This design comes from an exercise in tuning for small area, a short achievable clock period and few clock cycles per item on the open sky130 flow, not from production work. Power is estimated from default activity; no workload was simulated.

==> v1: inputs <==
Design irrigation_pump_controller, start of the top module:
module irrigation_pump_controller (
  input  logic                           clk,
  input  logic                           rst,
  input  logic                           s_axis_tvalid,
  output logic                           s_axis_tready,
  input  logic [ipc_pkg::IN_DATA_W-1:0]  s_axis_tdata,
  input  logic                           s_axis_tuser,
  output logic                           m_axis_tvalid,
  input  logic                           m_axis_tready,
  output logic [ipc_pkg::OUT_DATA_W-1:0] m_axis_tdata,
  input  logic                           cfg_valid,
  output logic                           cfg_ready,
  input  logic [ipc_pkg::CFG_IDX_W-1:0]  cfg_index,
  input  logic [ipc_pkg::CFG_DATA_W-1:0] cfg_data
);
==> module irrigation_pump_controller, before the edit <==
module irrigation_pump_controller (
  input  logic                           clk,
  input  logic                           rst,
  input  logic                           s_axis_tvalid,
  output logic                           s_axis_tready,
  input  logic [ipc_pkg::IN_DATA_W-1:0]  s_axis_tdata,
  input  logic                           s_axis_tuser,
  output logic                           m_axis_tvalid,
  input  logic                           m_axis_tready,
  output logic [ipc_pkg::OUT_DATA_W-1:0] m_axis_tdata,
  input  logic                           cfg_valid,
  output logic                           cfg_ready,
  input  logic [ipc_pkg::CFG_IDX_W-1:0]  cfg_index,
  input  logic [ipc_pkg::CFG_DATA_W-1:0] cfg_data
);
  ipc_pkg::ipc_cfg_t cfg;
  assign cfg_ready = 1'b1;
  ipc_regs u_regs (
    .clk      (clk),
    .rst      (rst),
    .wr_en    (cfg_valid),
    .wr_index (cfg_index),
    .wr_data  (cfg_data),
    .cfg      (cfg)
  );
  logic        timer_active;
  logic [15:0] elapsed;
  logic        motor;
  logic        resting;
  logic        pending;
  logic        limit;
  logic [31:0] secs;
  logic [31:0] water;
  logic        out_valid;
  logic [3:0]  cnt;         
  logic        held;        
  logic busy, accept;
  assign busy          = |cnt;
  assign s_axis_tready = !busy && (!out_valid || m_axis_tready);
  assign accept        = s_axis_tvalid && s_axis_tready;
  logic is_tick, is_manual, is_auto, need;
  assign is_tick   = !s_axis_tuser;
  assign is_manual = s_axis_tuser && s_axis_tdata[23];
  assign is_auto   = s_axis_tuser && !s_axis_tdata[23];
  assign need = (s_axis_tdata[7:0] > cfg.temp_threshold) ||
                (s_axis_tdata[15:8] < cfg.humidity_threshold) ||
                (s_axis_tdata[22:16] < cfg.moisture_threshold);
  logic        e_max;
  logic [15:0] e_inc;
  logic        gt_min, gt_max, ge_rest;
  assign e_max   = &elapsed;
  assign e_inc   = e_max ? elapsed : elapsed + 16'd1;
  assign gt_min  = e_inc > cfg.min_run_seconds;
  assign gt_max  = e_inc > cfg.max_run_seconds;
  assign ge_rest = e_inc >= cfg.rest_seconds;
  logic pend_eff, limit_eff, keep_run, start;
  assign pend_eff  = !timer_active || pending;
  assign limit_eff = timer_active && limit;
  assign keep_run  = motor && pend_eff;
  assign start     = !resting && !keep_run && need && !limit_eff;   
  logic [15:0] secs_add;
  logic [32:0] secs_sum;
  logic [31:0] secs_sat;
  assign secs_add = motor ? {15'd0, !e_max} : elapsed;
  assign secs_sum = {1'b0, secs} + {17'd0, secs_add};
  assign secs_sat = secs_sum[32] ? 32'hFFFF_FFFF : secs_sum[31:0];
  logic restart;    
  assign restart = accept && is_auto && start && !motor && timer_active;
  logic flow_wr;
  assign flow_wr = cfg_valid && (cfg_index == 3'd6);
  logic [2:0]  bit_i;
  logic        f_bit;
  logic [32:0] w_a;
  logic [31:0] w_b;
  logic [32:0] w_sum;
  logic [31:0] w_sat;
  assign bit_i = cnt[2:0] - 3'd1;
  assign f_bit = cfg.flow_per_second[bit_i];
  assign w_a   = busy ? {water, 1'b0} : {1'b0, water};
  assign w_b   = busy ? (f_bit ? secs : 32'd0) : {24'd0, cfg.flow_per_second};
  assign w_sum = w_a + {1'b0, w_b};
  assign w_sat = (w_sum[32] || (busy && water[31])) ? 32'hFFFF_FFFF : w_sum[31:0];
  always_ff @(posedge clk) begin
    if (rst) begin
      timer_active <= 1'b0;
      elapsed      <= '0;
      motor        <= 1'b0;
      resting      <= 1'b0;
      pending      <= 1'b1;
      limit        <= 1'b0;
      secs         <= '0;
      water        <= '0;
      out_valid    <= 1'b0;
      cnt          <= '0;
      held         <= 1'b0;
    end else begin
      if (m_axis_tready) out_valid <= 1'b0;
      if (cnt == 4'd1 && held) begin
        out_valid <= 1'b1;
        held      <= 1'b0;
      end
      if (busy) begin
        cnt   <= cnt - 4'd1;
        water <= w_sat;
      end
      if (flow_wr) begin
        cnt   <= 4'd8;
        water <= '0;
      end
      if (accept) begin
        out_valid <= !restart;
        if (restart) begin
          held  <= 1'b1;
          cnt   <= 4'd8;
          water <= '0;
        end
        if (is_tick) begin
          if (timer_active) begin
            elapsed <= e_inc;
            if (motor) begin
              secs  <= secs_sat;
              if (!e_max) water <= w_sat;
              if (gt_min) pending <= 1'b0;
              if (gt_max) limit <= 1'b1;
            end else if (ge_rest) begin
              timer_active <= 1'b0;
              elapsed      <= '0;
              resting      <= 1'b0;
            end
          end
        end else if (is_manual) begin
          if (motor) begin
            elapsed      <= '0;
            timer_active <= 1'b0;
          end
          resting <= 1'b0;
          motor   <= 1'b0;
        end else begin
          pending <= pend_eff;
          limit   <= limit_eff;
          if (resting) begin
            motor <= 1'b0;
          end else if (keep_run) begin
            motor <= 1'b1;
          end else if (need && !limit_eff) begin
            motor <= 1'b1;
            if (!timer_active) begin
              timer_active <= 1'b1;
              elapsed      <= '0;
            end else if (!motor) begin
              secs <= secs_sat;
            end
          end else if (motor) begin
            motor   <= 1'b0;
            elapsed <= '0;
            resting <= 1'b1;
          end
        end
      end
    end
  end
  assign m_axis_tvalid = out_valid;
  assign m_axis_tdata  = {6'd0, water, resting, motor};
endmodule
Settings: LEC_CHECK=0, CAP_MARGIN=20, CORE_MARGIN=2, CORE_UTILIZATION=40, SLEW_MARGIN=20; clock period 7.5 ns.
run.sh (not shown) runs the stock make flow with config.mk's settings and CLKGATE_MAP_FILE= SYNTH_SCRIPT=/design/flow/synth_recipe.tcl, a recipe that flattens the netlist after the stock synthesis.
==> inputs of v35, as changes to v1 <==
--- a/flow/design.v
+++ b/flow/design.v
@@ -129,13 +129,16 @@
   logic        resting;
   logic        pending;
   logic        limit;
-  logic [31:0] secs;
-  logic [31:0] water;
+  logic [31:0] secs;        
+  logic        secs_ovf;    
+  logic [31:0] water;       
+  logic        water_ovf;   
   logic        out_valid;
-  logic [3:0]  cnt;         
+  logic        busy;        
+  logic [2:0]  bit_i;       
+  logic        f_bit;       
   logic        held;        
-  logic busy, accept;
-  assign busy          = |cnt;
+  logic accept;
   assign s_axis_tready = !busy && (!out_valid || m_axis_tready);
   assign accept        = s_axis_tvalid && s_axis_tready;
   logic is_tick, is_manual, is_auto, need;
@@ -153,33 +156,26 @@
   assign gt_min  = e_inc > cfg.min_run_seconds;
   assign gt_max  = e_inc > cfg.max_run_seconds;
   assign ge_rest = e_inc >= cfg.rest_seconds;
-  logic pend_eff, limit_eff, keep_run, start;
+  logic pend_eff, limit_eff, keep_run;
   assign pend_eff  = !timer_active || pending;
   assign limit_eff = timer_active && limit;
   assign keep_run  = motor && pend_eff;
-  assign start     = !resting && !keep_run && need && !limit_eff;   
   logic [15:0] secs_add;
   logic [32:0] secs_sum;
-  logic [31:0] secs_sat;
   assign secs_add = motor ? {15'd0, !e_max} : elapsed;
   assign secs_sum = {1'b0, secs} + {17'd0, secs_add};
-  assign secs_sat = secs_sum[32] ? 32'hFFFF_FFFF : secs_sum[31:0];
   logic restart;    
-  assign restart = accept && is_auto && start && !motor && timer_active;
+  assign restart = accept && is_auto && !resting && !motor && need && !limit_eff && timer_active;
   logic flow_wr;
   assign flow_wr = cfg_valid && (cfg_index == 3'd6);
-  logic [2:0]  bit_i;
-  logic        f_bit;
   logic [32:0] w_a;
   logic [31:0] w_b;
   logic [32:0] w_sum;
-  logic [31:0] w_sat;
-  assign bit_i = cnt[2:0] - 3'd1;
-  assign f_bit = cfg.flow_per_second[bit_i];
+  logic [2:0]  bit_n;
   assign w_a   = busy ? {water, 1'b0} : {1'b0, water};
   assign w_b   = busy ? (f_bit ? secs : 32'd0) : {24'd0, cfg.flow_per_second};
   assign w_sum = w_a + {1'b0, w_b};
-  assign w_sat = (w_sum[32] || (busy && water[31])) ? 32'hFFFF_FFFF : w_sum[31:0];
+  assign bit_n = bit_i - 3'd1;
   always_ff @(posedge clk) begin
     if (rst) begin
       timer_active <= 1'b0;
@@ -189,37 +185,54 @@
       pending      <= 1'b1;
       limit        <= 1'b0;
       secs         <= '0;
+      secs_ovf     <= 1'b0;
       water        <= '0;
+      water_ovf    <= 1'b0;
       out_valid    <= 1'b0;
-      cnt          <= '0;
+      busy         <= 1'b0;
+      bit_i        <= '0;
+      f_bit        <= 1'b0;
       held         <= 1'b0;
     end else begin
       if (m_axis_tready) out_valid <= 1'b0;
-      if (cnt == 4'd1 && held) begin
-        out_valid <= 1'b1;
-        held      <= 1'b0;
-      end
       if (busy) begin
-        cnt   <= cnt - 4'd1;
-        water <= w_sat;
+        water     <= w_sum[31:0];
+        water_ovf <= water_ovf || w_sum[32] || (f_bit && secs_ovf);
+        bit_i     <= bit_n;
+        f_bit     <= cfg.flow_per_second[bit_n];
+        if (bit_i == 3'd0) begin
+          busy      <= 1'b0;
+          out_valid <= held;
+          held      <= 1'b0;
+        end
       end
       if (flow_wr) begin
-        cnt   <= 4'd8;
-        water <= '0;
+        busy      <= 1'b1;
+        bit_i     <= 3'd7;
+        f_bit     <= cfg_data[7];
+        water     <= '0;
+        water_ovf <= 1'b0;
       end
       if (accept) begin
         out_valid <= !restart;
         if (restart) begin
-          held  <= 1'b1;
-          cnt   <= 4'd8;
-          water <= '0;
+          held      <= 1'b1;
+          busy      <= 1'b1;
+          bit_i     <= 3'd7;
+          f_bit     <= cfg.flow_per_second[7];
+          water     <= '0;
+          water_ovf <= 1'b0;
         end
         if (is_tick) begin
           if (timer_active) begin
             elapsed <= e_inc;
             if (motor) begin
-              secs  <= secs_sat;
-              if (!e_max) water <= w_sat;
+              secs     <= secs_sum[31:0];
+              secs_ovf <= secs_ovf || secs_sum[32];
+              if (!e_max) begin
+                water     <= w_sum[31:0];
+                water_ovf <= water_ovf || w_sum[32];
+              end
               if (gt_min) pending <= 1'b0;
               if (gt_max) limit <= 1'b1;
             end else if (ge_rest) begin
@@ -248,7 +261,8 @@
               timer_active <= 1'b1;
               elapsed      <= '0;
             end else if (!motor) begin
-              secs <= secs_sat;
+              secs     <= secs_sum[31:0];
+              secs_ovf <= secs_ovf || secs_sum[32];
             end
           end else if (motor) begin
             motor   <= 1'b0;
@@ -260,5 +274,5 @@
     end
   end
   assign m_axis_tvalid = out_valid;
-  assign m_axis_tdata  = {6'd0, water, resting, motor};
+  assign m_axis_tdata  = {6'd0, water | {32{water_ovf}}, resting, motor};
 endmodule
==> notes <==
- Die area is about the same in v35 and v1.
- Between v1 and v35, the lower worst setup slack is in v1 (gap 0.80 ns).
- v1 produced a clean layout. v35 finished with timing, DRC and antenna clean.
- Of v1 and v35, v35 has the higher count of clock-buffer cells in the layout (gap 4).
- Between v1 and v35, the lower sequential power is in v35 (gap about 3%, measured against v35).
Function was not checked in any run of this note: the RTL went through the layout flow alone.

## port drivers added, routing unchanged
Ports are ideal in the flow. The routed layouts listed here were re-timed in OpenROAD. Step 1 (the two cells are an assumption about what drives the block):
set clk [get_ports {clk}]
set_driving_cell -lib_cell sky130_fd_sc_hd__clkbuf_16 $clk
set_driving_cell -lib_cell sky130_fd_sc_hd__buf_2 [delete_from_list [all_inputs] $clk]
Step 2 moves the port delays by t, midway between the first and last clock arrival at a register: inputs arrive t later, outputs are due t later. That takes back most of the time a late clock gives input paths. a / b / c = no drivers / after step 1 / after step 2; a / b = the first two.
run	shift t [ns]	setup WS [ns]	hold WS [ns]	worst setup path after step 2	clock arrival spread, ns
v1	0.486	2.161 / 2.161 / 2.161	0.455 / 0.455 / 0.455	register to register	0.017 / 0.017
v35	0.479	2.958 / 2.958 / 2.813	0.453 / 0.453 / 0.453	input to register	0.014 / 0.014
After both steps setup and hold are still met in every run listed. For v35, which loses most, drivers alone change the setup slack by 0.000 ns; drivers and shift together by -0.145 ns.
